This design comes from an exercise in tuning for a short achievable clock period and few clock cycles on the open sky130 flow, not from production work.
In this exercise RTL edits were held to simulation tests only and were not proved equivalent to the original.
No activity file was given, so power comes from the tool's default toggle rates.

## flow/design.v

```verilog
`timescale 1ns/1ps
package rv_pkg;
    typedef logic [32-1:0] word_t;    
    typedef logic [5-1:0] reg_idx_t;  
    typedef enum logic [6:0] {
        opc_lui    = 7'b0110111,
        opc_auipc  = 7'b0010111,
        opc_jal    = 7'b1101111,
        opc_jalr   = 7'b1100111,
        opc_branch = 7'b1100011,
        opc_load   = 7'b0000011,
        opc_store  = 7'b0100011,
        opc_op_imm = 7'b0010011,
        opc_op_reg = 7'b0110011
    } opcode_t;
    typedef enum logic [2:0] {
        alu_add  = 3'd0,
        alu_sll  = 3'd1,
        alu_slt  = 3'd2,
        alu_sltu = 3'd3,
        alu_xor  = 3'd4,
        alu_sr   = 3'd5,
        alu_or   = 3'd6,
        alu_and  = 3'd7
    } alu_f3_t;
    typedef enum logic [2:0] {
        mem_b  = 3'd0,
        mem_h  = 3'd1,
        mem_w  = 3'd2,
        mem_bu = 3'd4,
        mem_hu = 3'd5
    } mem_f3_t;
    typedef enum logic [2:0] {
        br_beq  = 3'd0,
        br_bne  = 3'd1,
        br_blt  = 3'd4,
        br_bge  = 3'd5,
        br_bltu = 3'd6,
        br_bgeu = 3'd7
    } br_f3_t;
    typedef struct packed {
        logic     is_lui;
        logic     is_auipc;
        logic     is_jal;
        logic     is_jalr;
        logic     is_branch;
        logic     is_load;
        logic     is_store;
        logic     is_op_imm;
        logic     is_op_reg;
        reg_idx_t rd;
        reg_idx_t rs1;
        reg_idx_t rs2;
        logic [2:0] funct3;
        logic     alt;     
        word_t    simm;    
        word_t    uimm;    
    } dec_instr_t;
endpackage
`timescale 1ns/1ps
module rv_predecode (
    input  logic  CLK,
    input  logic  arst_n,
    input  logic  halt,
    input  logic  in_reset,
    input  rv_pkg::word_t idata,
    output rv_pkg::dec_instr_t st_instr
);
    logic       frozen;     
    logic       hold_q;     
    rv_pkg::word_t      hold_buf;   
    rv_pkg::word_t      word;       
    logic [6:0] opc;
    rv_pkg::dec_instr_t dec_n;
    assign frozen = halt && !in_reset;
    assign word = hold_q ? hold_buf : idata;
    assign opc  = word[6:0];
    always_comb
    begin
        dec_n           = '0;
        dec_n.is_lui    = (opc == rv_pkg::opc_lui);     
        dec_n.is_auipc  = (opc == rv_pkg::opc_auipc);
        dec_n.is_jal    = (opc == rv_pkg::opc_jal);
        dec_n.is_jalr   = (opc == rv_pkg::opc_jalr);
        dec_n.is_branch = (opc == rv_pkg::opc_branch);
        dec_n.is_load   = (opc == rv_pkg::opc_load);
        dec_n.is_store  = (opc == rv_pkg::opc_store);
        dec_n.is_op_imm = (opc == rv_pkg::opc_op_imm);
        dec_n.is_op_reg = (opc == rv_pkg::opc_op_reg);
        dec_n.rd        = word[11:7];
        dec_n.rs1       = word[19:15];
        dec_n.rs2       = word[24:20];
        dec_n.funct3    = word[14:12];
        dec_n.alt       = word[30];            
        case (opc)
            rv_pkg::opc_store:
            begin
                dec_n.simm = {{20{word[31]}}, word[31:25], word[11:7]};  
                dec_n.uimm = {20'b0, word[31:25], word[11:7]};
            end
            rv_pkg::opc_branch:
            begin
                dec_n.simm = {{19{word[31]}}, word[31], word[7], word[30:25], word[11:8], 1'b0};
                dec_n.uimm = {19'b0, word[31], word[7], word[30:25], word[11:8], 1'b0};
            end
            rv_pkg::opc_jal:
            begin
                dec_n.simm = {{11{word[31]}}, word[31], word[19:12], word[20], word[30:21], 1'b0};
                dec_n.uimm = {11'b0, word[31], word[19:12], word[20], word[30:21], 1'b0};
            end
            rv_pkg::opc_lui, rv_pkg::opc_auipc:
            begin
                dec_n.simm = {word[31:12], 12'b0};  
                dec_n.uimm = {word[31:12], 12'b0};
            end
            default:
            begin
                dec_n.simm = {{20{word[31]}}, word[31:20]};  
                dec_n.uimm = {20'b0, word[31:20]};
            end
        endcase
    end
    always_ff @(posedge CLK or negedge arst_n)
    begin
        if (!arst_n)
        begin
            st_instr <= '0;
            hold_q   <= 1'b0;
        end
        else
        begin
            hold_q <= frozen;
            if (in_reset)
                st_instr <= '0;     
            else if (!halt)
                st_instr <= dec_n;
        end
    end
    always_ff @(posedge CLK)
    begin
        if (frozen && !hold_q)
            hold_buf <= idata;   
    end
endmodule
`timescale 1ns/1ps
module rv_regfile (
    input  logic  CLK,
    input  logic  arst_n,
    input  logic  halt,
    input  rv_pkg::dec_instr_t st_instr,
    input  logic  wb_en,
    input  rv_pkg::word_t wb_data,
    output rv_pkg::word_t rs1_data,
    output rv_pkg::word_t rs2_data,
    output logic  in_reset
);
    rv_pkg::word_t    regs [32];  
    rv_pkg::reg_idx_t rst_cnt;           
    rv_pkg::word_t    rst_val;
    assign in_reset = |rst_cnt;                                  
    assign rst_val  = (rst_cnt == 5'd2) ? 32'd4096 : '0;    
    assign rs1_data = (st_instr.rs1 == '0) ? '0 : regs[st_instr.rs1];
    assign rs2_data = (st_instr.rs2 == '0) ? '0 : regs[st_instr.rs2];
    always_ff @(posedge CLK or negedge arst_n)
    begin
        if (!arst_n)
            rst_cnt <= 5'd31;
        else if (in_reset)
            rst_cnt <= rst_cnt - 5'd1;  
    end
    always_ff @(posedge CLK)
    begin
        if (in_reset)
            regs[rst_cnt] <= rst_val;               
        else if (wb_en && !halt && st_instr.rd != '0)
            regs[st_instr.rd] <= wb_data;
    end
endmodule
`timescale 1ns/1ps
module rv_alu (
    input  rv_pkg::dec_instr_t st_instr,
    input  logic  st_valid,
    input  rv_pkg::word_t rs1_data,
    input  rv_pkg::word_t rs2_data,
    output rv_pkg::word_t alu_result,
    output logic  branch_taken
);
    rv_pkg::word_t      opb;      
    logic [4:0] shamt;
    logic       lt_s;     
    logic       lt_u;
    logic       b_eq;     
    logic       b_lt_s;
    logic       b_lt_u;
    logic       cond;
    assign opb   = st_instr.is_op_imm ? st_instr.simm : rs2_data;
    assign shamt = st_instr.is_op_imm ? st_instr.uimm[4:0] : rs2_data[4:0];  
    assign lt_s  = $signed(rs1_data) < $signed(opb);
    assign lt_u  = rs1_data < opb;      
    assign b_eq   = (rs1_data == rs2_data);
    assign b_lt_s = $signed(rs1_data) < $signed(rs2_data);
    assign b_lt_u = rs1_data < rs2_data;
    always_comb
    begin
        case (st_instr.funct3)
            rv_pkg::alu_add:
                alu_result = (st_instr.is_op_reg && st_instr.alt) ? rs1_data - opb
                                                                  : rs1_data + opb;
            rv_pkg::alu_sll:  alu_result = rs1_data << shamt;
            rv_pkg::alu_slt:  alu_result = {31'b0, lt_s};
            rv_pkg::alu_sltu: alu_result = {31'b0, lt_u};
            rv_pkg::alu_xor:  alu_result = rs1_data ^ opb;
            rv_pkg::alu_sr:
                alu_result = st_instr.alt ? $unsigned($signed(rs1_data) >>> shamt)  
                                          : rs1_data >> shamt;                   
            rv_pkg::alu_or:   alu_result = rs1_data | opb;
            rv_pkg::alu_and:  alu_result = rs1_data & opb;
            default:  alu_result = rs1_data + opb;
        endcase
    end
    always_comb
    begin
        case (st_instr.funct3)
            rv_pkg::br_beq:  cond = b_eq;
            rv_pkg::br_bne:  cond = !b_eq;
            rv_pkg::br_blt:  cond = b_lt_s;
            rv_pkg::br_bge:  cond = !b_lt_s;
            rv_pkg::br_bltu: cond = b_lt_u;
            rv_pkg::br_bgeu: cond = !b_lt_u;
            default: cond = 1'b0;   
        endcase
    end
    assign branch_taken = st_valid && st_instr.is_branch && cond;
endmodule
`timescale 1ns/1ps
module rv_lsu (
    input  rv_pkg::dec_instr_t st_instr,
    input  logic  st_valid,
    input  logic     halt,
    input  rv_pkg::word_t    rs1_data,
    input  rv_pkg::word_t    rs2_data,
    input  rv_pkg::word_t    datai,
    output rv_pkg::word_t    daddr,
    output rv_pkg::word_t    datao,
    output rv_pkg::word_t    load_data,
    output logic [3:0] be,
    output logic     wr,
    output logic     rd
);
    logic [4:0] lane_sh;    
    rv_pkg::word_t      lane_byte;  
    logic [15:0] half;      
    logic [2:0] size;       
    assign daddr     = rs1_data + st_instr.simm;  
    assign size      = st_instr.funct3;
    assign lane_sh   = {daddr[1:0], 3'b000};
    assign lane_byte = datai >> lane_sh;
    assign half      = daddr[1] ? datai[31:16] : datai[15:0];
    always_comb
    begin
        case (size)
            rv_pkg::mem_b, rv_pkg::mem_bu:
            begin
                be    = 4'b0001 << daddr[1:0];                  
                datao = {24'b0, rs2_data[7:0]} << lane_sh;      
            end
            rv_pkg::mem_h, rv_pkg::mem_hu:
            begin
                be    = daddr[1] ? 4'b1100 : 4'b0011;
                datao = daddr[1] ? {rs2_data[15:0], 16'b0} : {16'b0, rs2_data[15:0]};
            end
            default:
            begin
                be    = 4'b1111;   
                datao = rs2_data;
            end
        endcase
    end
    always_comb
    begin
        case (size)
            rv_pkg::mem_b:   load_data = {{24{lane_byte[7]}}, lane_byte[7:0]};
            rv_pkg::mem_bu:  load_data = {24'b0, lane_byte[7:0]};
            rv_pkg::mem_h:   load_data = {{16{half[15]}}, half};
            rv_pkg::mem_hu:  load_data = {16'b0, half};
            default: load_data = datai;
        endcase
    end
    assign wr = st_valid && st_instr.is_store && !halt;
    assign rd = st_valid && st_instr.is_load && !halt;
endmodule
`timescale 1ns/1ps
module rv_pc_ctrl (
    input  logic  CLK,
    input  logic  arst_n,
    input  logic  halt,
    input  logic  in_reset,
    input  logic  branch_taken,
    input  rv_pkg::word_t alu_result,
    input  rv_pkg::word_t load_data,
    input  rv_pkg::word_t daddr,
    input  rv_pkg::dec_instr_t st_instr,
    output logic  st_valid,
    output rv_pkg::word_t st_pc,
    output rv_pkg::word_t iaddr,
    output logic  wb_en,
    output rv_pkg::word_t wb_data
);
    rv_pkg::word_t nxpc;      
    rv_pkg::word_t pc_dec;    
    rv_pkg::word_t pcsimm;    
    rv_pkg::word_t jval;
    logic  jreq;
    logic  flush;     
    assign pcsimm = st_pc + st_instr.simm;
    assign jreq   = (st_valid && (st_instr.is_jal || st_instr.is_jalr)) || branch_taken;
    assign jval   = st_instr.is_jalr ? {daddr[31:1], 1'b0} : pcsimm;  
    assign iaddr = in_reset ? 32'h0000_0000 : (jreq ? jval : nxpc);
    always_ff @(posedge CLK or negedge arst_n)
    begin
        if (!arst_n)
        begin
            nxpc   <= 32'h0000_0000;
            pc_dec <= 32'h0000_0000;
            st_pc  <= 32'h0000_0000;
            flush  <= 1'b1;
        end
        else if (in_reset || !halt)
        begin
            pc_dec <= iaddr;           
            nxpc   <= iaddr + 32'd4;
            st_pc  <= pc_dec;
            flush  <= in_reset || jreq;
        end
    end
    assign st_valid = !flush;
    assign wb_en = st_valid && (st_instr.is_lui || st_instr.is_auipc || st_instr.is_jal ||
                                st_instr.is_jalr || st_instr.is_load ||
                                st_instr.is_op_imm || st_instr.is_op_reg);
    always_comb
    begin
        if (st_instr.is_auipc)
            wb_data = pcsimm;
        else if (st_instr.is_jal || st_instr.is_jalr)
            wb_data = st_pc + 32'd4;    
        else if (st_instr.is_lui)
            wb_data = st_instr.simm;
        else if (st_instr.is_load)
            wb_data = load_data;
        else
            wb_data = alu_result;
    end
endmodule
`timescale 1ns/1ps
module rv_core (
    input  logic       CLK,
    input  logic       arst_n,
    input  logic       halt,    
    input  rv_pkg::word_t      idata,   
    input  rv_pkg::word_t      datai,   
    output rv_pkg::word_t      iaddr,
    output rv_pkg::word_t      datao,
    output rv_pkg::word_t      daddr,
    output logic [3:0] be,
    output logic       wr,
    output logic       rd
);
    logic [31:0] pf;       
    logic [31:0] pd;       
    logic [31:0] pd4;      
    logic        vd;       
    logic        dh_q;     
    logic [31:0] hbuf;
    logic        d_bhit;   
    logic [31:0] d_btgt;
    localparam int NB = 16;
    logic [NB-1:0]    bt_v;
    logic [NB*10-1:0] bt_tag;    
    logic [NB*32-1:0] bt_tgt;
    logic [3:0]       bt_rr;     
    logic [NB-1:0]    hv;        
    logic             u_valid, u_taken;    
    logic [9:0]       u_tag;
    logic [31:0]      u_tgt;
    logic        x_valid;
    logic        x_ldst;    
    logic        x_ld1, x_ld2;    
    logic [31:0] x_op1, x_op2;
    logic [31:0] x_imm, x_uimm, x_pd, x_pc4, x_btgt, x_pnext;
    logic [4:0]  x_rd;
    logic        x_we, x_load, x_store, x_branch, x_jal, x_jalr, x_sub, x_sra;
    logic [2:0]  x_f3;
    logic        x_beq, x_bne, x_blt, x_bge, x_bltu, x_bgeu;
    logic        x_s_add, x_s_sll, x_s_slt, x_s_sltu, x_s_xor, x_s_sr, x_s_or, x_s_and,
                 x_s_imm, x_s_auipc, x_s_link;
    logic        m_valid, m_we, m_load;
    logic [4:0]  m_rd;
    logic [31:0] m_res;
    logic [2:0]  m_f3;
    logic [32*32-1:32] rf;
    logic xst;        
    logic redirect;   
    assign xst = x_valid && x_ldst;
    logic [31:0] dw;
    logic [6:0]  opc;
    logic        d_lui, d_auipc, d_jal, d_jalr, d_branch, d_load, d_store, d_opi, d_opr;
    logic [4:0]  d_rs1, d_rs2, d_rd;
    logic [2:0]  d_f3;
    logic [31:0] imm_i, imm_s, imm_b, imm_u, imm_j;
    logic        d_use1, d_use2, d_we;
    logic [31:0] d_pnext;
    logic [31:0] lo1, hi1, lo2, hi2;
    logic        fm1, fw1, fm2, fw2;
    assign dw  = dh_q ? hbuf : idata;
    assign opc = dw[6:0];
    assign d_lui    = (opc == 7'b0110111);
    assign d_auipc  = (opc == 7'b0010111);
    assign d_jal    = (opc == 7'b1101111);
    assign d_jalr   = (opc == 7'b1100111);
    assign d_branch = (opc == 7'b1100011);
    assign d_load   = (opc == 7'b0000011);
    assign d_store  = (opc == 7'b0100011);
    assign d_opi    = (opc == 7'b0010011);
    assign d_opr    = (opc == 7'b0110011);
    assign d_rs1 = dw[19:15];
    assign d_rs2 = dw[24:20];
    assign d_rd  = dw[11:7];
    assign d_f3  = dw[14:12];
    assign imm_i = {{20{dw[31]}}, dw[31:20]};
    assign imm_s = {{20{dw[31]}}, dw[31:25], dw[11:7]};
    assign imm_b = {{19{dw[31]}}, dw[31], dw[7], dw[30:25], dw[11:8], 1'b0};
    assign imm_u = {dw[31:12], 12'b0};
    assign imm_j = {{11{dw[31]}}, dw[31], dw[19:12], dw[20], dw[30:21], 1'b0};
    assign d_use1 = !(d_lui || d_auipc || d_jal) && (d_rs1 != 5'd0);
    assign d_use2 = (d_opr || d_store || d_branch) && (d_rs2 != 5'd0);
    assign d_we   = (d_lui || d_auipc || d_jal || d_jalr || d_load || d_opi || d_opr) &&
                    (d_rd != 5'd0);
    assign d_pnext = d_bhit ? d_btgt : pd4;
    logic          fhit;
    logic [31:0]   ftgt;
    always_comb
    begin
        ftgt = '0;
        for (int i = 0; i < NB; i++)
            ftgt = ftgt | (bt_tgt[i*32 +: 32] & {32{hv[i]}});
    end
    assign fhit = |hv;
    always_comb
    begin
        lo1 = '0;
        hi1 = '0;
        lo2 = '0;
        hi2 = '0;
        for (int i = 1; i < 16; i++)
        begin
            lo1 = lo1 | (rf[i*32 +: 32] & {32{d_rs1[3:0] == i}});
            lo2 = lo2 | (rf[i*32 +: 32] & {32{d_rs2[3:0] == i}});
        end
        for (int i = 16; i < 32; i++)
        begin
            hi1 = hi1 | (rf[i*32 +: 32] & {32{d_rs1[3:0] == i - 16}});
            hi2 = hi2 | (rf[i*32 +: 32] & {32{d_rs2[3:0] == i - 16}});
        end
    end
    assign fm1 = d_use1 && x_valid && x_we && x_rd == d_rs1;
    assign fw1 = d_use1 && m_valid && m_we && m_rd == d_rs1;
    assign fm2 = d_use2 && !d_opi && x_valid && x_we && x_rd == d_rs2;
    assign fw2 = d_use2 && !d_opi && m_valid && m_we && m_rd == d_rs2;
    logic [31:0] a, b, sum, shl, shr, res, addr;
    logic        eq, lt_s, lt_u, cond;
    logic [31:0] sdata;
    logic [3:0]  sbe;
    assign a = x_op1;
    assign b = x_op2;
    assign sum  = x_sub ? a - b : a + b;
    assign eq   = (a == b);
    assign lt_u = (a < b);
    assign lt_s = ($signed(a) < $signed(b));
    assign shl  = a << b[4:0];
    assign shr  = $unsigned($signed({x_sra && a[31], a}) >>> b[4:0]);
    assign res = ({32{x_s_add}}   & sum) |
                 ({32{x_s_sll}}   & shl) |
                 ({32{x_s_slt}}   & {31'b0, lt_s}) |
                 ({32{x_s_sltu}}  & {31'b0, lt_u}) |
                 ({32{x_s_xor}}   & (a ^ b)) |
                 ({32{x_s_sr}}    & shr) |
                 ({32{x_s_or}}    & (a | b)) |
                 ({32{x_s_and}}   & (a & b)) |
                 ({32{x_s_imm}}   & x_imm) |
                 ({32{x_s_auipc}} & x_uimm) |
                 ({32{x_s_link}}  & x_pc4);
    assign cond = (x_beq && eq) || (x_bne && !eq) || (x_blt && lt_s) || (x_bge && !lt_s) ||
                  (x_bltu && lt_u) || (x_bgeu && !lt_u);
    assign addr = a + x_imm;
    logic        xv, mt, mn, mj;
    logic [31:0] jt, pf_norm, pf_t, pf_n4, pf_j, pf_c1, pf_c0, pf_n;
    assign xv = x_valid && !x_ldst;
    assign jt = {addr[31:1], 1'b0};
    assign mt = (x_btgt == x_pnext);
    assign mn = (x_pc4 == x_pnext);
    assign mj = (jt == x_pnext);
    assign pf_norm = xst ? pf : fhit ? ftgt : pf4;
    assign pf_t    = mt ? pf_norm : x_btgt;
    assign pf_n4   = mn ? pf_norm : x_pc4;
    assign pf_j    = mj ? pf_norm : jt;
    assign pf_c1   = !xv ? pf_norm : x_jalr ? pf_j : (x_jal || x_branch) ? pf_t : pf_n4;
    assign pf_c0   = !xv ? pf_norm : x_jalr ? pf_j : x_jal ? pf_t : pf_n4;
    assign pf_n    = cond ? pf_c1 : pf_c0;
    assign redirect = xv && (x_jalr ? !mj : (x_jal || (x_branch && cond)) ? !mt : !mn);
    logic [31:0]   pf4;
    logic [NB-1:0] h_seq, h_tgt, h_bt, h_p4, h_kill, hv_n;
    assign pf4 = pf + 32'd4;
    always_comb
        for (int i = 0; i < NB; i++)
        begin
            h_seq[i] = bt_v[i] && bt_tag[i*10 +: 10] == pf4[11:2];
            h_tgt[i] = bt_v[i] && bt_tag[i*10 +: 10] == ftgt[11:2];
            h_bt[i]  = bt_v[i] && bt_tag[i*10 +: 10] == x_btgt[11:2];
            h_p4[i]  = bt_v[i] && bt_tag[i*10 +: 10] == x_pc4[11:2];
            h_kill[i] = u_valid && ((|uh) ? (uh[i] && !u_taken) : (u_taken && bt_rr == i));
        end
    always_comb
    begin
        if (redirect)
            hv_n = x_jalr ? '0 : (x_jal || (x_branch && cond)) ? h_bt : h_p4;
        else if (xst)
            hv_n = hv;
        else if (fhit)
            hv_n = h_tgt;
        else
            hv_n = h_seq;
        hv_n = hv_n & ~h_kill;
    end
    always_comb
    begin
        case (x_f3[1:0])
            2'd0:
            begin
                sbe   = 4'b0001 << addr[1:0];
                sdata = {24'b0, b[7:0]} << {addr[1:0], 3'b000};
            end
            2'd1:
            begin
                sbe   = addr[1] ? 4'b1100 : 4'b0011;
                sdata = addr[1] ? {b[15:0], 16'b0} : {16'b0, b[15:0]};
            end
            default:
            begin
                sbe   = 4'b1111;
                sdata = b;
            end
        endcase
    end
    logic [NB-1:0] uh;
    always_comb
        for (int i = 0; i < NB; i++)
            uh[i] = bt_v[i] && bt_tag[i*10 +: 10] == u_tag;
    logic [31:0] lsh, ld, wres_n;
    assign lsh = datai >> {daddr[1:0], 3'b000};
    always_comb
    begin
        case (m_f3)
            3'd0:    ld = {{24{lsh[7]}}, lsh[7:0]};
            3'd1:    ld = {{16{lsh[15]}}, lsh[15:0]};
            3'd4:    ld = {24'b0, lsh[7:0]};
            3'd5:    ld = {16'b0, lsh[15:0]};
            default: ld = datai;
        endcase
    end
    assign wres_n = m_load ? ld : m_res;
    always_ff @(posedge CLK or negedge arst_n)
    begin
        if (!arst_n)
        begin
            pf      <= 32'h0000_0000;
            vd      <= 1'b0;
            dh_q    <= 1'b0;
            x_valid <= 1'b0;
            x_ldst  <= 1'b0;
            m_valid <= 1'b0;
            m_we    <= 1'b0;
            wr      <= 1'b0;
            rd      <= 1'b0;
            bt_v    <= '0;
            bt_rr   <= '0;
            hv      <= '0;
            u_valid <= 1'b0;
        end
        else if (!halt)
        begin
            pf <= pf_n;
            hv <= hv_n;
            u_valid <= xv && (x_branch || x_jal || x_jalr);
            if (u_valid)
            begin
                if (|uh)
                begin
                    for (int i = 0; i < NB; i++)
                        if (uh[i])
                            bt_v[i] <= u_taken;
                end
                else if (u_taken)
                begin
                    bt_v[bt_rr] <= 1'b1;
                    bt_rr       <= bt_rr + 4'd1;
                end
            end
            if (redirect)
            begin
                vd   <= 1'b0;
                dh_q <= 1'b0;
            end
            else if (xst)
                dh_q <= 1'b1;
            else
            begin
                vd   <= 1'b1;
                dh_q <= 1'b0;
            end
            if (xst)
                x_ldst <= 1'b0;
            else
            begin
                x_valid <= vd && !redirect;
                x_ldst  <= vd && x_valid && x_load && x_rd != 5'd0 &&
                           ((d_use1 && d_rs1 == x_rd) || (d_use2 && d_rs2 == x_rd));
            end
            m_valid <= x_valid && !xst;
            m_we    <= x_valid && !xst && x_we;
            wr      <= x_valid && !xst && x_store;
            rd      <= x_valid && !xst && x_load;
        end
        else
        begin
            if (!dh_q)
                dh_q <= 1'b1;
        end
    end
    always_ff @(posedge CLK)
    begin
        if ((halt || xst) && !dh_q)
            hbuf <= idata;
    end
    always_ff @(posedge CLK)
    begin
        if (!halt)
        begin
            if (!xst)
            begin
                pd     <= pf;
                pd4    <= pf + 32'd4;
                d_bhit <= fhit;
                d_btgt <= ftgt;
            end
            u_taken <= x_jal || x_jalr || cond;
            u_tag   <= x_pd[11:2];
            u_tgt   <= x_jalr ? jt : x_btgt;
            if (u_valid && !(|uh) && u_taken)
            begin
                for (int i = 0; i < NB; i++)
                    if (bt_rr == i)
                    begin
                        bt_tag[i*10 +: 10] <= u_tag;
                        bt_tgt[i*32 +: 32] <= u_tgt;
                    end
            end
            for (int i = 0; i < NB; i++)
                if (u_valid && uh[i] && u_taken)
                    bt_tgt[i*32 +: 32] <= u_tgt;
            if (xst)
            begin
                if (x_ld1)
                    x_op1 <= wres_n;
                if (x_ld2)
                    x_op2 <= wres_n;
                x_ld1 <= 1'b0;
                x_ld2 <= 1'b0;
            end
            else
            begin
                x_op1    <= fm1 ? res : fw1 ? wres_n : d_rs1[4] ? hi1 : lo1;
                x_ld1    <= fm1 && x_load;
                x_op2    <= fm2 ? res : fw2 ? wres_n : d_opi ? imm_i : d_rs2[4] ? hi2 : lo2;
                x_ld2    <= fm2 && x_load;
                x_pnext  <= d_pnext;
                x_pd     <= pd;
                x_jal    <= d_jal;
                x_imm    <= d_store ? imm_s : d_lui ? imm_u : imm_i;
                x_uimm   <= pd + imm_u;
                x_btgt   <= d_jal ? pd + imm_j : pd + imm_b;
                x_pc4    <= pd4;
                x_rd     <= d_rd;
                x_we     <= d_we;
                x_load   <= d_load;
                x_store  <= d_store;
                x_branch <= d_branch;
                x_jalr   <= d_jalr;
                x_f3     <= d_f3;
                x_beq    <= d_f3 == 3'd0;
                x_bne    <= d_f3 == 3'd1;
                x_blt    <= d_f3 == 3'd4;
                x_bge    <= d_f3 == 3'd5;
                x_bltu   <= d_f3 == 3'd6;
                x_bgeu   <= d_f3 == 3'd7;
                x_sub    <= d_opr && dw[30] && d_f3 == 3'd0;
                x_sra    <= dw[30];
                x_s_add  <= (d_opi || d_opr) && d_f3 == 3'd0;
                x_s_sll  <= (d_opi || d_opr) && d_f3 == 3'd1;
                x_s_slt  <= (d_opi || d_opr) && d_f3 == 3'd2;
                x_s_sltu <= (d_opi || d_opr) && d_f3 == 3'd3;
                x_s_xor  <= (d_opi || d_opr) && d_f3 == 3'd4;
                x_s_sr   <= (d_opi || d_opr) && d_f3 == 3'd5;
                x_s_or   <= (d_opi || d_opr) && d_f3 == 3'd6;
                x_s_and  <= (d_opi || d_opr) && d_f3 == 3'd7;
                x_s_imm  <= d_lui;
                x_s_auipc <= d_auipc;
                x_s_link <= d_jal || d_jalr;
            end
            m_rd   <= x_rd;
            m_load <= x_load;
            m_f3   <= x_f3;
            m_res  <= res;
            daddr  <= addr;
            datao  <= sdata;
            be     <= sbe;
        end
    end
    for (genvar i = 1; i < 32; i++)
    begin : g_rf
        always_ff @(posedge CLK or negedge arst_n)
        begin
            if (!arst_n)
                rf[i*32 +: 32] <= (i == 2) ? 32'd4096 : 32'd0;
            else if (!halt && m_valid && m_we && m_rd == i)
                rf[i*32 +: 32] <= wres_n;
        end
    end
    assign iaddr = pf;
endmodule
```

## flow/run.sh

```bash
#!/bin/bash
# synth_recipe.tcl (not shown) runs the flow's synth.tcl, then flattens the netlist and writes it again
# the make line also repeats each setting of config.mk as NAME=value (left out here)
make -C /OpenROAD-flow-scripts/flow DESIGN_CONFIG=/design/flow/config.mk WORK_HOME=/design/flow/orfs CLKGATE_MAP_FILE= SYNTH_SCRIPT=/design/flow/synth_recipe.tcl finish
```

## flow/config.mk

```make
export PLATFORM = sky130hd
export DESIGN_NAME = rv_core
export DESIGN_NICKNAME = rv_core
export VERILOG_FILES = /design/flow/design.v
export SDC_FILE = /design/flow/constraint.sdc
export NUM_CORES = 4
export LEC_CHECK = 0
export CAP_MARGIN = 20
export CORE_MARGIN = 2
export CORE_UTILIZATION = 30
export SETUP_SLACK_MARGIN = 5
export SLEW_MARGIN = 20
```

## flow/constraint.sdc

```tcl
create_clock -name core_clock -period 10.0 [get_ports {CLK}]
set_input_delay 2.0000 -clock core_clock [delete_from_list [all_inputs] [get_ports {CLK}]]
set_output_delay 2.0000 -clock core_clock [all_outputs]
set_load 0.01 [all_outputs]
```

==> results of run 1 <==
## metrics by stage
step                      utilization  power (mW)
after floorplan                     -       14.18
after global placement         0.3221       16.80
after detailed placement       0.3222       16.85
after CTS                      0.3511       26.99
after global routing           0.3556       28.03
final                          0.3556       27.47
## synthesized netlist by cell type (36+ instances only)
library cell  instances
a31oi_1              51
and3_1               59
or3_1                36
ha_1                182
mux2_2               74
o22ai_1             111
xor2_1              238
nor2_1              491
a222oi_1             61
a21o_1               66
inv_1               278
mux2i_1             165
clkbuf_1            791
edfxtp_1           1207
nor4_1              101
a22o_1              237
nor3_1              112
a221oi_1            282
and2_1               36
a21oi_1             407
a22oi_1             733
a211oi_1             41
nand2_1            1483
nor2b_1              36
a2111oi_0            59
buf_1               125
o211ai_1             49
nand4_1             202
o21ai_0            1341
nand3_1             277
dfrtp_1            1068
xnor2_1             488
## sequential cells by signal, summed over array words and instances (netlist names), 31 cells and up
name     flops
x_op2       32
pf          32
d_btgt      32
u_tgt       32
hbuf        32
bt_tag     160
m_res       32
bt_tgt     512
rf         992
x_btgt      31
x_op1       32
pd          32
x_pnext     32
x_imm       32
datao       32
daddr       32
## kinds of logic after synthesis
group | count (synthesis)
and+or+nand+nor | 2953
xor gates and xnor gates | 729
adders and majority gates | 187
DFF | 2276
buffers and inverters | 1250
muxes | 252
AOI/OAI and AO/OA | 3828
## area by class of cell
cell class / instances / area [sq um]
Timing Repair Buffer: 753 / 7084
Clock inverter: 107 / 1388
Clock buffer: 364 / 7435
Inverter: 292 / 1147
Sequential cell: 2276 / 63020
Fill cell: 38750 / 252700
Multi-Input combinational cell: 7953 / 52860
Antenna cell: 13 / 32.53
Tap cell: 5220 / 6531
## worst max-delay path: cells and delay by family
kind	cells	cell delay [ns]
buf+inv	3	0.97
simple gates	4	2.32
compound gates	3	0.49
mux	1	0.08
## power groups by stage
stage               clock network [mW]  registers (mW)  logic, mW
floorplan                            0            11.2       2.97
global placement                     0            11.7       5.12
detailed placement                   0            11.7       5.15
CTS                               10.1            11.5       5.43
global route                      10.5            11.5       6.04
finish                            10.1            11.5       5.89
## cell usage in the layout, fill, tap and decap left out, drive strengths merged, types with 35 or more instances in the layout
cell           count
a221oi           282
nor4             103
dfrtp           1068
a211oi            45
nor2b             36
nor2             495
nand4            202
mux2i            165
inv              289
o22ai            111
nor3             112
nand2           1483
a21oi            407
nand3            279
a222oi            61
a22oi            733
o21ai           1366
edfxtp          1207
and3              59
a21o              67
a221o             35
ha               182
clkinv            71
clkdlybuf4s50    154
or3               36
clkbuf           379
a2111oi           60
xor2             238
a31oi             52
and2              39
xnor2            488
o211ai            49
buf              578
a22o             238
mux2              74
## how the worst min path moves through the flow
stage	from	slack, ns	end
floorplan	x_f3[2]	0.40	m_f3[2]
global placement	pd4[31]	0.43	x_pc4[31]
detailed placement	pd4[31]	0.43	x_pc4[31]
CTS	pd4[27]	0.44	x_pc4[27]
global route	pd4[6]	0.45	x_pc4[6]
finish	pd4[27]	0.44	x_pc4[27]
## routing by layer
layer	share of wire	GRT usage	vias to the layer above	wire length, microns
li1	-	-	43060	-
met1	0.35	0.3303	51210	199000
met2	0.42	0.4002	8755	236800
met3	0.14	0.08730	2581	76210
met4	0.091	0.1985	20	51460
met5	0.00021	0	-	117
## what timing repair did
action	4_1_cts	5_1_grt
endpoints found under the setup margin	748	361
hold buffers	0	0
pin swaps	63	78
setup buffers	172	75
hold endpoints to repair	0	0
gates cloned	6	7
gates resized for setup	260	215
==> run_results.csv, run 1 <==
group,metric,value,unit
run_status,status,"complete, no violations",
clock_tree,cts_buffers,266,
timing,setup_ws,4.861,ns
yosys,syn_inst,11480,
drt,dr.pass1.iters,11,
worst_setup_path,cp.required,10.77,ns
yosys,synth_area_leader_cell,"edfxtp_1",
clock_tree,htree_levels,5,
drt,via_per_inst,6.222,
global_routing,globalRouteOverflowTotal,0,
power,power_frac_seq,0.419,
placement,post-dp-hpwl,343700,microns
worst_setup_path,criticalPathCategory,"in -> reg",
worst_setup_path,cp-endpoint,"x_op1[27]",
yosys,synthFlopType,"edfxtp_1",
die,core-area,392200,sq um
global_routing,grt_max_degree,166,
global_routing,antenna_found_initial,40,
global_routing,grt_usage,0.2707,
layout,layout-drive-gt1-share,0.1308,
yosys,synth.yosys.seq_area_share,0.5336,
worst_setup_path,crit_path_start_kind,"input port",
clock_tree,cts.clk_slew.worst_paths,0.06,ns
timing,period_share,0.5139,
worst_hold_path,whs_path_depth,0,
timing,final_hold_viol_count,0,
yosys,ys_seq_elements,2276,
worst_setup_path,path_cells,"clkdlybuf4s50_1, mux2i_2, buf_4, inv_2, nand2_2, nor2_2, a22oi_1, nand2_1, a2111oi_1, nor4_1, a211o_1",
placement,dpl-instance-area,126400,sq um
die,dieArea,398500,sq um
timing,fin_worst_skew,0.08613,ns
timing,post-route-min-period,5.139,ns
clock_tree,clock-sinks,2276,
worst_hold_path,holdCritPathClass,"reg -> reg",
die,ios,169,
timing,finalSetupViolations,0,
power,p_sw_frac,0.3273,
drt,wl_per_cell,33.19,microns
timing,worst_hold_slack,0.4427,ns
worst_setup_path,crit_slowest_cell,"nor2_2",
worst_setup_path,worstReg2RegStart,"x_op2[0]",
clock_tree,cts_tree,"yes",
drt,drc,0,
layout,fin_nets,11800,
power,power_switching,8.991,mW
placement,pre_cts_ws,2.787,ns
drt,antenna_left,0,
worst_setup_path,worstPathMaxFanout,10,
worst_setup_path,cp-end-kind,"flop",
yosys,synthSimpleGateAreaFrac,0.1119,
yosys,synthAdderAreaFrac,0.02014,
yosys,netlist_area,118100,sq um
drt,num_vias,105600,
worst_setup_path,max_stage_delay,0.97,ns
clock_tree,clk_latency,0.96,ns
global_routing,grt_pass1_wl,776900,microns
timing,drv_slew,0,
layout,final_area,139500,sq um
timing,slew_headroom,0.1443,
yosys,synth_top_area_frac,0.3070,
timing,tns,0,ns
timing,rsz0062_at_grt,"true",
power,peakVddDrop,0.1579,mV
timing,worst_pin_slew,1.279,ns
worst_setup_path,cp.arrival,5.90,ns
placement,io_buffers,168,
power,power_density,196.9,nW/um^2
placement,dpl.cell_count,16230,
placement,globalplace.congestion,1.010,
yosys,syn_avg_cell_area,10.29,sq um
run,maxCapViolCount,0,
worst_setup_path,rr_worst_depth,14,
drt,routed_wl,563600,microns
global_routing,grt_pass1_vias,99190,
yosys,synth-edff-count,1207,
yosys,yosys_warnings,1,
worst_setup_path,startpoint,"idata[17]",
clock_tree,clock-root-buffer,"clkbuf_16",
die,initial_utilization,0.3010,
power,clockPowerShare,0.367,
die,die_w,631.3,microns
yosys,synth_xor_area_frac,0.05445,
drt,first_iter_violations,18790,
die,fp.dieH,631.3,microns
power,p_leak,52.39,nW
timing,max_freq,194.6,MHz
layout,areaGrowthSynthToFinish,18.17,%
die,fp-row-count,230,
yosys,netlist-cell-type-count,103,
layout,final_cell_count_no_fill,16980,
yosys,syn_nets,11730,
yosys,async_flop_share,0.4697,
yosys,synthMuxAreaShare,0.02353,
yosys,synthTopCellsByArea,"edfxtp_1 31%, dfrtp_1 23%, o21ai_0 5.7%",
yosys,synth_top_family_by_area,"compound AO/OA/AOI/OAI gates",
clock_tree,cts_max_path_buffers,4,
yosys,synth_compound_area_frac,0.2159,
worst_setup_path,reg2reg_slack,4.86,ns
power,internal-power,18.48,mW
worst_setup_path,worstReg2RegEnd,"x_op1[1]",
power,p_comb_frac,0.214,
Testbench counts, summed over its fixed seeds: cycles 60,892.
==> inputs of run 2 (changes only) <==
--- a/flow/design.v
+++ b/flow/design.v
@@ -386,7 +386,10 @@
     logic        x_ldst;    
     logic        x_ld1, x_ld2;    
     logic [31:0] x_op1, x_op2;
-    logic [31:0] x_imm, x_uimm, x_pd, x_pc4, x_btgt, x_pnext;
+    logic [31:0] x_imm, x_bimm, x_pd, x_pc4, x_pnext;
+    logic [31:0] x_pdiff;         
+    logic [31:0] x_q0, x_q1;      
+    logic        x_mn;            
     logic [4:0]  x_rd;
     logic        x_we, x_load, x_store, x_branch, x_jal, x_jalr, x_sub, x_sra;
     logic [2:0]  x_f3;
@@ -466,13 +469,15 @@
     assign fw1 = d_use1 && m_valid && m_we && m_rd == d_rs1;
     assign fm2 = d_use2 && !d_opi && x_valid && x_we && x_rd == d_rs2;
     assign fw2 = d_use2 && !d_opi && m_valid && m_we && m_rd == d_rs2;
-    logic [31:0] a, b, sum, shl, shr, res, addr;
+    logic [31:0] a, b, sum, shl, shr, res, addr, x_btgt, x_uimm;
     logic        eq, lt_s, lt_u, cond;
     logic [31:0] sdata;
     logic [3:0]  sbe;
     assign a = x_op1;
     assign b = x_op2;
     assign sum  = x_sub ? a - b : a + b;
+    assign x_btgt = x_pd + x_bimm;    
+    assign x_uimm = x_pd + x_imm;     
     assign eq   = (a == b);
     assign lt_u = (a < b);
     assign lt_s = ($signed(a) < $signed(b));
@@ -496,9 +501,9 @@
     logic [31:0] jt, pf_norm, pf_t, pf_n4, pf_j, pf_c1, pf_c0, pf_n;
     assign xv = x_valid && !x_ldst;
     assign jt = {addr[31:1], 1'b0};
-    assign mt = (x_btgt == x_pnext);
-    assign mn = (x_pc4 == x_pnext);
-    assign mj = (jt == x_pnext);
+    assign mt = (x_bimm == x_pdiff);
+    assign mn = x_mn;
+    assign mj = !x_pnext[0] && (x_op1 == x_q0 || x_op1 == x_q1);
     assign pf_norm = xst ? pf : fhit ? ftgt : pf4;
     assign pf_t    = mt ? pf_norm : x_btgt;
     assign pf_n4   = mn ? pf_norm : x_pc4;
@@ -506,7 +511,10 @@
     assign pf_c1   = !xv ? pf_norm : x_jalr ? pf_j : (x_jal || x_branch) ? pf_t : pf_n4;
     assign pf_c0   = !xv ? pf_norm : x_jalr ? pf_j : x_jal ? pf_t : pf_n4;
     assign pf_n    = cond ? pf_c1 : pf_c0;
-    assign redirect = xv && (x_jalr ? !mj : (x_jal || (x_branch && cond)) ? !mt : !mn);
+    logic r1, r0;
+    assign r1 = xv && (x_jalr ? !mj : (x_jal || x_branch) ? !mt : !mn);
+    assign r0 = xv && (x_jalr ? !mj : x_jal ? !mt : !mn);
+    assign redirect = cond ? r1 : r0;
     logic [31:0]   pf4;
     logic [NB-1:0] h_seq, h_tgt, h_bt, h_p4, h_kill, hv_n;
     assign pf4 = pf + 32'd4;
@@ -519,18 +527,11 @@
             h_p4[i]  = bt_v[i] && bt_tag[i*10 +: 10] == x_pc4[11:2];
             h_kill[i] = u_valid && ((|uh) ? (uh[i] && !u_taken) : (u_taken && bt_rr == i));
         end
-    always_comb
-    begin
-        if (redirect)
-            hv_n = x_jalr ? '0 : (x_jal || (x_branch && cond)) ? h_bt : h_p4;
-        else if (xst)
-            hv_n = hv;
-        else if (fhit)
-            hv_n = h_tgt;
-        else
-            hv_n = h_seq;
-        hv_n = hv_n & ~h_kill;
-    end
+    logic [NB-1:0] hv_norm, hv1, hv0;
+    assign hv_norm = xst ? hv : fhit ? h_tgt : h_seq;
+    assign hv1  = (r1 ? (x_jalr ? '0 : (x_jal || x_branch) ? h_bt : h_p4) : hv_norm) & ~h_kill;
+    assign hv0  = (r0 ? (x_jalr ? '0 : x_jal ? h_bt : h_p4) : hv_norm) & ~h_kill;
+    assign hv_n = cond ? hv1 : hv0;
     always_comb
     begin
         case (x_f3[1:0])
@@ -667,6 +668,26 @@
             for (int i = 0; i < NB; i++)
                 if (u_valid && uh[i] && u_taken)
                     bt_tgt[i*32 +: 32] <= u_tgt;
+        end
+    end
+    always_ff @(posedge CLK or negedge arst_n)
+    begin
+        if (!arst_n)
+        begin
+            x_op1 <= '0;  x_op2 <= '0;  x_ld1 <= 1'b0;  x_ld2 <= 1'b0;
+            x_pnext <= '0;  x_pd <= '0;  x_pdiff <= '0;  x_q0 <= '0;  x_q1 <= '0;  x_mn <= 1'b0;  x_jal <= 1'b0;  x_imm <= '0;  x_bimm <= '0;
+            x_pc4 <= '0;  x_rd <= '0;  x_we <= 1'b0;  x_load <= 1'b0;  x_store <= 1'b0;
+            x_branch <= 1'b0;  x_jalr <= 1'b0;  x_f3 <= '0;
+            x_beq <= 1'b0;  x_bne <= 1'b0;  x_blt <= 1'b0;  x_bge <= 1'b0;
+            x_bltu <= 1'b0;  x_bgeu <= 1'b0;  x_sub <= 1'b0;  x_sra <= 1'b0;
+            x_s_add <= 1'b0;  x_s_sll <= 1'b0;  x_s_slt <= 1'b0;  x_s_sltu <= 1'b0;
+            x_s_xor <= 1'b0;  x_s_sr <= 1'b0;  x_s_or <= 1'b0;  x_s_and <= 1'b0;
+            x_s_imm <= 1'b0;  x_s_auipc <= 1'b0;  x_s_link <= 1'b0;
+            m_rd <= '0;  m_load <= 1'b0;  m_f3 <= '0;  m_res <= '0;
+            daddr <= '0;  datao <= '0;  be <= '0;
+        end
+        else if (!halt)
+        begin
             if (xst)
             begin
                 if (x_ld1)
@@ -683,11 +704,14 @@
                 x_op2    <= fm2 ? res : fw2 ? wres_n : d_opi ? imm_i : d_rs2[4] ? hi2 : lo2;
                 x_ld2    <= fm2 && x_load;
                 x_pnext  <= d_pnext;
+                x_pdiff  <= d_pnext - pd;
+                x_mn     <= (d_pnext == pd4);
+                x_q0     <= {d_pnext[31:1], 1'b0} - imm_i;
+                x_q1     <= {d_pnext[31:1], 1'b1} - imm_i;
                 x_pd     <= pd;
                 x_jal    <= d_jal;
-                x_imm    <= d_store ? imm_s : d_lui ? imm_u : imm_i;
-                x_uimm   <= pd + imm_u;
-                x_btgt   <= d_jal ? pd + imm_j : pd + imm_b;
+                x_imm    <= d_store ? imm_s : (d_lui || d_auipc) ? imm_u : imm_i;
+                x_bimm   <= d_jal ? imm_j : imm_b;
                 x_pc4    <= pd4;
                 x_rd     <= d_rd;
                 x_we     <= d_we;
==> flow/flow/run.sh (new file) <==
#!/bin/bash
# The standard layout, with timing repair aimed 7 ns below the clock period
# (repair_timing -setup_margin 7); the tools' full output goes to standard.log
export SETUP_SLACK_MARGIN=7
bash standard.sh > standard.log 2>&1
==> flow/standard.sh (new file) <==
#!/bin/bash
# synth_recipe.tcl (not shown) runs the flow's synth.tcl, then flattens the netlist and writes it again
# the make line also repeats each setting of config.mk as NAME=value (left out here)
make -C /OpenROAD-flow-scripts/flow DESIGN_CONFIG=/design/flow/config.mk WORK_HOME=/design/flow/orfs CLKGATE_MAP_FILE= SYNTH_SCRIPT=/design/flow/synth_recipe.tcl "${@:-finish}"
--- a/flow/config.mk
+++ b/flow/config.mk
@@ -8,5 +8,4 @@
 export CAP_MARGIN = 20
 export CORE_MARGIN = 2
 export CORE_UTILIZATION = 30
-export SETUP_SLACK_MARGIN = 5
 export SLEW_MARGIN = 20
removed: flow/run.sh
==> run_results.csv, run 2 <==
group,metric,value,unit
global_routing,globalRouteOverflowTotal,1,
yosys,async_flop_share,0.6385,
clock_tree,cts_buffers,246,
clock_tree,clock-sinks,2329,
clock_tree,cts_max_path_buffers,4,
yosys,synth_top_area_frac,0.2888,
yosys,netlist_area,128800,sq um
placement,io_buffers,168,
die,fp.dieH,659.2,microns
yosys,yosys_warnings,1,
global_routing,grt_usage,0.3912,
yosys,synth-edff-count,842,
yosys,synthTopCellsByArea,"dfrtp_1 29%, edfxtp_1 20%, o21ai_0 6.4%",
yosys,syn_inst,13260,
die,die_w,659.2,microns
placement,dpl.cell_count,18300,
yosys,netlist-cell-type-count,121,
yosys,synth_area_leader_cell,"dfrtp_1",
yosys,synth_most_common_cell,"nand2_1",
clock_tree,clock-root-buffer,"clkbuf_16",
yosys,synthFlopType,"dfrtp_1",
yosys,synth.yosys.seq_area_share,0.4853,
yosys,syn_nets,13590,
clock_tree,htree_levels,4,
global_routing,grt_max_degree,133,
run_status,failed_stage,"global routing (5_1_grt)",
placement,globalplace.congestion,1.050,
die,ios,169,
run_status,toolErrorMsg,"[ERROR GRT-0232] Routing congestion too high. Check the congestion heatmap in the GUI.",
yosys,syn_avg_cell_area,9.709,sq um
yosys,synth_common_cells,"1,884 x nand2_1, 1,637 x o21ai_0, 1,486 x dfrtp_1, 876 x clkbuf_1, 842 x edfxtp_1",
clock_tree,hold_buffers,0,
die,initial_utilization,0.3014,
placement,post-dp-hpwl,407900,microns
die,fp-row-count,240,
yosys,ys_seq_elements,2329,
run_status,status,"stopped before the end",
run 2: cell families after synthesis:
group | Yosys count | synth area share
adders and majority gates | 264 | 0.02612
xor gates and xnor gates | 961 | 0.06586
AOI/OAI and AO/OA | 4402 | 0.2253
buffers and inverters | 1430 | 0.04357
DFF | 2329 | 0.4853
and+or+nand+nor | 3610 | 0.1261
muxes | 267 | 0.02772
run 2: timing repair:
action                                  in CTS
gates cloned                               185
endpoints found under the setup margin    3087
resized for setup                         2700
setup buffers                              811
pin swaps                                  459
endpoints found under the hold margin        0
run 2: metal layers:
layer,GRT overflow,global-route usage
met5,0,0.2199
met4,0,0.3224
met3,0,0.2863
met2,0,0.4875
met1,1,0.4186
run 2: power by group through the flow:
stage | Combinational, mW | Sequential [mW] | Clock, mW
floorplan | 3.50 | 11.0 | 0
global placement | 5.79 | 11.4 | 0
detailed placement | 5.82 | 11.4 | 0
CTS | 7.46 | 11.1 | 9.95
run 2: metrics by stage:
stage / setup WS [ns] / area (sq um) / util / total power [mW]
4_1_cts: 5.793 / 167900 / 0.3928 / 28.56
3_5_place_dp: 3.619 / 138900 / 0.3251 / 17.19
3_3_place_gp: 3.241 / 138800 / 0.3249 / 17.15
2_1_floorplan: 5.494 / 134900 / - / 14.52
run 2: how the worst max path moves through the flow:
| stage | from | cells past startpoint | to | slack, ns |
|---|---|---|---|---|
| floorplan | idata[3] | 12 | x_op2[3] | 5.49 |
| global placement | idata[1] | 11 | x_op2[5] | 3.24 |
| detailed placement | idata[0] | 11 | x_op2[10] | 3.62 |
| CTS | x_op1[0] | 18 | pf[25] | 5.79 |
Testbench counts of run 2, summed over its fixed seeds: cycles 60,892.
==> inputs of run 3 (changes only) <==
--- a/flow/design.v
+++ b/flow/design.v
@@ -379,6 +379,7 @@
     logic [NB*32-1:0] bt_tgt;
     logic [3:0]       bt_rr;     
     logic [NB-1:0]    hv;        
+    logic             rdr;       
     logic             u_valid, u_taken;    
     logic [9:0]       u_tag;
     logic [31:0]      u_tgt;
@@ -393,7 +394,6 @@
     logic [4:0]  x_rd;
     logic        x_we, x_load, x_store, x_branch, x_jal, x_jalr, x_sub, x_sra;
     logic [2:0]  x_f3;
-    logic        x_beq, x_bne, x_blt, x_bge, x_bltu, x_bgeu;
     logic        x_s_add, x_s_sll, x_s_slt, x_s_sltu, x_s_xor, x_s_sr, x_s_or, x_s_and,
                  x_s_imm, x_s_auipc, x_s_link;
     logic        m_valid, m_we, m_load;
@@ -447,7 +447,7 @@
         for (int i = 0; i < NB; i++)
             ftgt = ftgt | (bt_tgt[i*32 +: 32] & {32{hv[i]}});
     end
-    assign fhit = |hv;
+    assign fhit = !rdr && (|hv);
     always_comb
     begin
         lo1 = '0;
@@ -494,8 +494,7 @@
                  ({32{x_s_imm}}   & x_imm) |
                  ({32{x_s_auipc}} & x_uimm) |
                  ({32{x_s_link}}  & x_pc4);
-    assign cond = (x_beq && eq) || (x_bne && !eq) || (x_blt && lt_s) || (x_bge && !lt_s) ||
-                  (x_bltu && lt_u) || (x_bgeu && !lt_u);
+    assign cond = (x_f3[2] ? (x_f3[1] ? lt_u : lt_s) : eq) ^ x_f3[0];
     assign addr = a + x_imm;
     logic        xv, mt, mn, mj;
     logic [31:0] jt, pf_norm, pf_t, pf_n4, pf_j, pf_c1, pf_c0, pf_n;
@@ -516,22 +515,16 @@
     assign r0 = xv && (x_jalr ? !mj : x_jal ? !mt : !mn);
     assign redirect = cond ? r1 : r0;
     logic [31:0]   pf4;
-    logic [NB-1:0] h_seq, h_tgt, h_bt, h_p4, h_kill, hv_n;
+    logic [NB-1:0] h_seq, h_tgt, h_kill, hv_n;
     assign pf4 = pf + 32'd4;
     always_comb
         for (int i = 0; i < NB; i++)
         begin
             h_seq[i] = bt_v[i] && bt_tag[i*10 +: 10] == pf4[11:2];
             h_tgt[i] = bt_v[i] && bt_tag[i*10 +: 10] == ftgt[11:2];
-            h_bt[i]  = bt_v[i] && bt_tag[i*10 +: 10] == x_btgt[11:2];
-            h_p4[i]  = bt_v[i] && bt_tag[i*10 +: 10] == x_pc4[11:2];
             h_kill[i] = u_valid && ((|uh) ? (uh[i] && !u_taken) : (u_taken && bt_rr == i));
         end
-    logic [NB-1:0] hv_norm, hv1, hv0;
-    assign hv_norm = xst ? hv : fhit ? h_tgt : h_seq;
-    assign hv1  = (r1 ? (x_jalr ? '0 : (x_jal || x_branch) ? h_bt : h_p4) : hv_norm) & ~h_kill;
-    assign hv0  = (r0 ? (x_jalr ? '0 : x_jal ? h_bt : h_p4) : hv_norm) & ~h_kill;
-    assign hv_n = cond ? hv1 : hv0;
+    assign hv_n = (xst ? hv : fhit ? h_tgt : h_seq) & ~h_kill;
     always_comb
     begin
         case (x_f3[1:0])
@@ -585,12 +578,14 @@
             bt_v    <= '0;
             bt_rr   <= '0;
             hv      <= '0;
+            rdr     <= 1'b0;
             u_valid <= 1'b0;
         end
         else if (!halt)
         begin
-            pf <= pf_n;
-            hv <= hv_n;
+            pf  <= pf_n;
+            hv  <= hv_n;
+            rdr <= redirect;
             u_valid <= xv && (x_branch || x_jal || x_jalr);
             if (u_valid)
             begin
@@ -678,8 +673,7 @@
             x_pnext <= '0;  x_pd <= '0;  x_pdiff <= '0;  x_q0 <= '0;  x_q1 <= '0;  x_mn <= 1'b0;  x_jal <= 1'b0;  x_imm <= '0;  x_bimm <= '0;
             x_pc4 <= '0;  x_rd <= '0;  x_we <= 1'b0;  x_load <= 1'b0;  x_store <= 1'b0;
             x_branch <= 1'b0;  x_jalr <= 1'b0;  x_f3 <= '0;
-            x_beq <= 1'b0;  x_bne <= 1'b0;  x_blt <= 1'b0;  x_bge <= 1'b0;
-            x_bltu <= 1'b0;  x_bgeu <= 1'b0;  x_sub <= 1'b0;  x_sra <= 1'b0;
+            x_sub <= 1'b0;  x_sra <= 1'b0;
             x_s_add <= 1'b0;  x_s_sll <= 1'b0;  x_s_slt <= 1'b0;  x_s_sltu <= 1'b0;
             x_s_xor <= 1'b0;  x_s_sr <= 1'b0;  x_s_or <= 1'b0;  x_s_and <= 1'b0;
             x_s_imm <= 1'b0;  x_s_auipc <= 1'b0;  x_s_link <= 1'b0;
@@ -720,12 +714,6 @@
                 x_branch <= d_branch;
                 x_jalr   <= d_jalr;
                 x_f3     <= d_f3;
-                x_beq    <= d_f3 == 3'd0;
-                x_bne    <= d_f3 == 3'd1;
-                x_blt    <= d_f3 == 3'd4;
-                x_bge    <= d_f3 == 3'd5;
-                x_bltu   <= d_f3 == 3'd6;
-                x_bgeu   <= d_f3 == 3'd7;
                 x_sub    <= d_opr && dw[30] && d_f3 == 3'd0;
                 x_sra    <= dw[30];
                 x_s_add  <= (d_opi || d_opr) && d_f3 == 3'd0;
==> run_results.csv, run 3 <==
group,metric,value,unit
run_status,status,"stopped before the end",
run_status,failed_stage,"global routing (5_1_grt)",
run_status,toolErrorMsg,"[ERROR GRT-0232] Routing congestion too high. Check the congestion heatmap in the GUI.",
yosys,netlist-cell-type-count,106,
yosys,synthFlopType,"dfrtp_1",
die,fp.dieH,642.4,microns
clock_tree,clock-sinks,2324,
clock_tree,cts_buffers,264,
yosys,ys_seq_elements,2324,
clock_tree,cts_max_path_buffers,4,
yosys,synth_top_area_frac,0.3031,
yosys,netlist_area,122300,sq um
die,ios,169,
yosys,syn_avg_cell_area,9.923,sq um
global_routing,grt_max_degree,236,
die,die_w,642.4,microns
placement,io_buffers,168,
clock_tree,clock-root-buffer,"clkbuf_16",
die,initial_utilization,0.3011,
placement,post-dp-hpwl,379000,microns
yosys,synth_common_cells,"1,766 x nand2_1, 1,668 x o21ai_0, 1,481 x dfrtp_1, 842 x edfxtp_1, 775 x a22oi_1",
placement,globalplace.congestion,1.023,
global_routing,grt_usage,0.4156,
die,fp-row-count,234,
yosys,synth_area_leader_cell,"dfrtp_1",
yosys,synth_most_common_cell,"nand2_1",
yosys,synth.yosys.seq_area_share,0.5101,
yosys,syn_nets,12650,
yosys,syn_inst,12320,
yosys,async_flop_share,0.6377,
yosys,synth-edff-count,842,
yosys,yosys_warnings,1,
yosys,synthTopCellsByArea,"dfrtp_1 30%, edfxtp_1 21%, o21ai_0 6.8%",
global_routing,globalRouteOverflowTotal,1,
clock_tree,htree_levels,5,
-- run 3: cell count changes after synthesis, sizes merged, moves of 53 or more --
cell    change
xnor2     -316
nand2     -120
a221oi     -53
clkbuf    -140
nand3      -57
nand4      -72
-- run 3: layer usage --
metal  overflow  track usage
met4          0       0.3741
met1          1       0.4295
met2          0       0.5260
met3          0       0.3015
met5          0       0.2123
-- run 3: how the worst max path moves through the flow --
stage,start,to,cells after the start
after floorplan,idata[31],x_q1[28],13
after global placement,idata[20],x_op2[18],13
after detailed placement,idata[20],x_op2[18],13
after CTS,x_op1[0],pf[29],16
-- run 3: stage by stage --
step	area [sq um]	std cells	setup WS, ns	power [mW]
after detailed placement	132200	17220	3.226	18.75
after floorplan	127800	12320	5.576	15.57
after global placement	132100	17220	3.243	18.70
after CTS	170800	19180	6.072	31.36
-- run 3: power groups by stage --
stage,Sequential [mW],Clock (mW),Combinational [mW]
3_3_place_gp,11.9,0,6.81
2_1_floorplan,11.4,0,4.17
4_1_cts,11.7,10.1,9.56
3_5_place_dp,11.9,0,6.84
-- run 3: logic make-up after synthesis --
| logic type | share of synthesized area |
|---|---|
| compound gates | 0.2284 |
| simple gates | 0.1201 |
| flops | 0.5101 |
| buf+inv | 0.04150 |
| xor+xnor | 0.04654 |
| fa+ha+maj | 0.02751 |
| mux | 0.02582 |
-- run 3: repair_timing --
action / in CTS
buffers inserted: 1164
setup endpoints to repair: 3026
hold buffers: 0
endpoints found under the hold margin: 0
pin swaps: 671
resized for setup: 3329
gates cloned: 319
Testbench counts of run 3, summed over its fixed seeds: cycles 60,946.
==> inputs of run 4 (changes only) <==
==> flow/run.sh (new file) <==
#!/bin/bash
# synth_recipe.tcl (not shown) runs the flow's synth.tcl, then flattens the netlist and writes it again
# the make line also repeats each setting of config.mk as NAME=value (left out here)
make -C /OpenROAD-flow-scripts/flow DESIGN_CONFIG=/design/flow/config.mk WORK_HOME=/design/flow/orfs CLKGATE_MAP_FILE= SYNTH_SCRIPT=/design/flow/synth_recipe.tcl finish
--- a/flow/config.mk
+++ b/flow/config.mk
@@ -8,4 +8,5 @@
 export CAP_MARGIN = 20
 export CORE_MARGIN = 2
 export CORE_UTILIZATION = 30
+export SETUP_SLACK_MARGIN = 5
 export SLEW_MARGIN = 20
removed: flow/flow/run.sh
removed: flow/standard.sh
==> run_results.csv, run 4 <==
group,metric,value,unit
worst_setup_path,cp.arrival,5.99,ns
clock_tree,clock-root-buffer,"clkbuf_16",
die,dieArea,412700,sq um
power,power_density,201.8,nW/um^2
layout,layout-drive-gt1-share,0.09436,
power,internal-power,18.41,mW
timing,max_freq,197.0,MHz
power,p_sw_frac,0.3465,
yosys,synthTopCellsByArea,"dfrtp_1 30%, edfxtp_1 21%, o21ai_0 6.8%",
die,ios,169,
timing,drv_slew,0,
power,power_switching,9.761,mW
worst_hold_path,holdCritPathClass,"reg -> reg",
timing,fin_worst_skew,0.1098,ns
drt,via_per_inst,6.142,
timing,period_share,0.5076,
drt,dr.pass1.iters,13,
yosys,syn_nets,12650,
placement,post-dp-hpwl,381300,microns
power,power_frac_seq,0.415,
layout,largest_reg_flops,992,
yosys,syn_inst,12320,
worst_hold_path,whs_path_depth,2,
worst_setup_path,rr_worst_depth,14,
worst_setup_path,reg2reg_slack,4.99,ns
clock_tree,cts.clk_slew.worst_paths,0.06,ns
timing,slew_headroom,0.1267,
timing,post-route-min-period,5.076,ns
yosys,async_flop_share,0.6377,
timing,worst_hold_slack,0.4726,ns
timing,finalSetupViolations,0,
placement,pre_cts_ws,3.239,ns
drt,num_vias,109200,
global_routing,grt_max_degree,168,
yosys,synth_area_leader_cell,"dfrtp_1",
yosys,yosys_warnings,1,
power,p_leak,53.25,nW
clock_tree,htree_levels,4,
yosys,synth-edff-count,842,
drt,wl_per_cell,32.82,microns
yosys,syn_avg_cell_area,9.923,sq um
clock_tree,cts_max_path_buffers,4,
layout,areaGrowthSynthToFinish,14.15,%
global_routing,grt_pass1_wl,810600,microns
worst_setup_path,cp.required,10.91,ns
clock_tree,clock-sinks,2324,
die,initial_utilization,0.3011,
power,p_comb_frac,0.245,
die,die_w,642.4,microns
layout,largestRegisters,"rf (992), bt_tgt (512), bt_tag (160)",
drt,antenna_left,0,
clock_tree,cts_buffers,240,
worst_setup_path,worstReg2RegEnd,"pf[8]",
layout,final_cell_mix,"1,737 x nand2_1, 1,638 x o21ai_0, 1,458 x dfrtp_1, 842 x edfxtp_1, 769 x a22oi_1",
worst_setup_path,crit_path_start_kind,"input port",
placement,globalplace.congestion,1.043,
layout,final_common_cell,"nand2_1",
yosys,synth_most_common_cell,"nand2_1",
yosys,netlist-cell-type-count,106,
timing,setup_ws,4.924,ns
clock_tree,clk_latency,1.01,ns
worst_setup_path,worstPathMaxFanout,48,
power,peakVddDrop,0.1668,mV
layout,top_register,"rf",
run_status,status,"complete, no violations",
worst_setup_path,criticalPathCategory,"in -> reg",
drt,routed_wl,583600,microns
worst_setup_path,cp-end-kind,"flop",
global_routing,globalRouteOverflowTotal,0,
global_routing,grt_pass1_vias,102400,
clock_tree,cts_tree,"yes",
clock_tree,hold_buffers,0,
layout,fin_nets,12440,
yosys,synthFlopType,"dfrtp_1",
drt,drc,0,
worst_hold_path,whs_endpoint,"daddr[16]",
global_routing,grt_usage,0.2718,
die,core-area,406100,sq um
timing,tns,0,ns
worst_setup_path,worstReg2RegStart,"x_op2[30]",
run,maxCapViolCount,0,
drt,first_iter_violations,17060,
timing,worst_pin_slew,1.274,ns
placement,io_buffers,168,
yosys,synth_top_area_frac,0.3031,
yosys,ys_seq_elements,2324,
die,fp-row-count,234,
global_routing,antenna_found_initial,54,
worst_hold_path,min_from,"daddr[16]",
yosys,synth_common_cells,"1,766 x nand2_1, 1,668 x o21ai_0, 1,481 x dfrtp_1, 842 x edfxtp_1, 775 x a22oi_1",
timing,rsz0062_at_grt,"true",
yosys,synth.yosys.seq_area_share,0.5101,
timing,final_hold_viol_count,0,
power,clockPowerShare,0.340,
yosys,netlist_area,122300,sq um
layout,utilization,0.3437,
die,fp.dieH,642.4,microns
==> run 4: cell counts after synthesis <==
No cell type changed its count.
==> run 4: logic make-up after synthesis <==
logic type      synth area share
compound gates            0.2284
xor+xnor                 0.04654
fa+ha+maj                0.02751
buf+inv                  0.04150
flops                     0.5101
mux                      0.02582
simple gates              0.1201
==> run 4: layout make-up <==
cell class | instances | area [sq um]
Fill cell | 41190 | 266500
Sequential cell | 2324 | 62400
Multi-Input combinational cell | 8744 | 56180
Tap cell | 5428 | 6792
Clock buffer | 315 | 6590
Timing Repair Buffer | 543 | 4888
Clock inverter | 133 | 1623
Inverter | 255 | 992.2
Antenna cell | 40 | 100.1
==> run 4: critical path: stages <==
cell and delay, ns:
clkdlybuf4s50_1 0.67, nand2_1 0.15, o21a_1 0.20, buf_4 0.20, nor2_4 0.52, buf_8 0.49
a22oi_1 0.19, nand4_1 0.14, nor2_1 0.07, a21oi_1 0.60, nor2_1 0.09, a21oi_1 0.23
mux2i_1 0.11, o21ai_0 0.15
==> run 4: metal layers <==
layer,track usage,vias to the layer above,share of wire
li1,-,45340,-
met1,0.3392,53930,0.37
met2,0.4107,7832,0.43
met3,0.07725,2060,0.12
met4,0.1766,48,0.080
met5,0.001272,-,0.00070
==> run 4: how the worst max path moves through the flow <==
stage | start | cells past startpoint | endpoint
2_1_floorplan | idata[24] | 15 | x_q0[31]
3_3_place_gp | idata[17] | 12 | x_op1[17]
3_5_place_dp | idata[23] | 12 | x_op2[16]
4_1_cts | x_op1[0] | 16 | pf[29]
5_1_grt | idata[20] | 14 | x_op2[13]
6_report | idata[16] | 14 | x_op1[30]
==> run 4: metrics by stage <==
step / area [sq um] / power, mW / std cells
floorplan: 122300 / 15.21 / 12320
global placement: 130400 / 18.39 / 17260
detailed placement: 130400 / 18.43 / 17260
CTS: 139000 / 27.92 / 17730
global route: 139500 / 28.94 / 17760
finish: 139600 / 28.17 / 17780
==> run 4: power groups by stage <==
stage               logic, mW  clock network, mW  registers, mW
floorplan                3.81                  0           11.4
global placement         6.59                  0           11.8
detailed placement       6.62                  0           11.8
CTS                      6.68               9.61           11.6
global route             7.23               9.99           11.7
finish                   6.90               9.57           11.7
==> run 4: timing repair <==
item                                    4_1_cts  5_1_grt
setup buffers                                21        9
gates cloned                                  1        2
endpoints found under the setup margin      147      266
gates resized for setup                      40       81
pin swaps                                     8        8

-- separate check: timing with driven ports --
In the flow no input, the clock included, has a driving cell. The finished layouts below were timed again as built, in two steps. Step 1 (the two cells are an assumption about what drives the block):
set clk [get_ports {CLK}]
set_driving_cell -lib_cell sky130_fd_sc_hd__clkbuf_16 $clk
set_driving_cell -lib_cell sky130_fd_sc_hd__buf_2 [delete_from_list [all_inputs] $clk]
Step 2 moves the port delays by t, midway between the first and last clock arrival at a register: inputs arrive t later, outputs are due t later. That takes back most of the time a late clock gives input paths. Three values: ideal ports, drivers, drivers and shift; two values: the first two.
| run | shift t [ns] | setup WS [ns] | cell pins on the clock port's net |
|---|---|---|---|
| run 1 | 1.039 | 4.861 / 4.863 / 3.923 | 1 |
| run 4 | 1.065 | 4.924 / 4.954 / 3.889 | 1 |
After both steps every run listed still meets setup and hold. The setup slack of run 4, which loses most, moves by +0.030 ns with the drivers and by -1.035 ns with both steps.
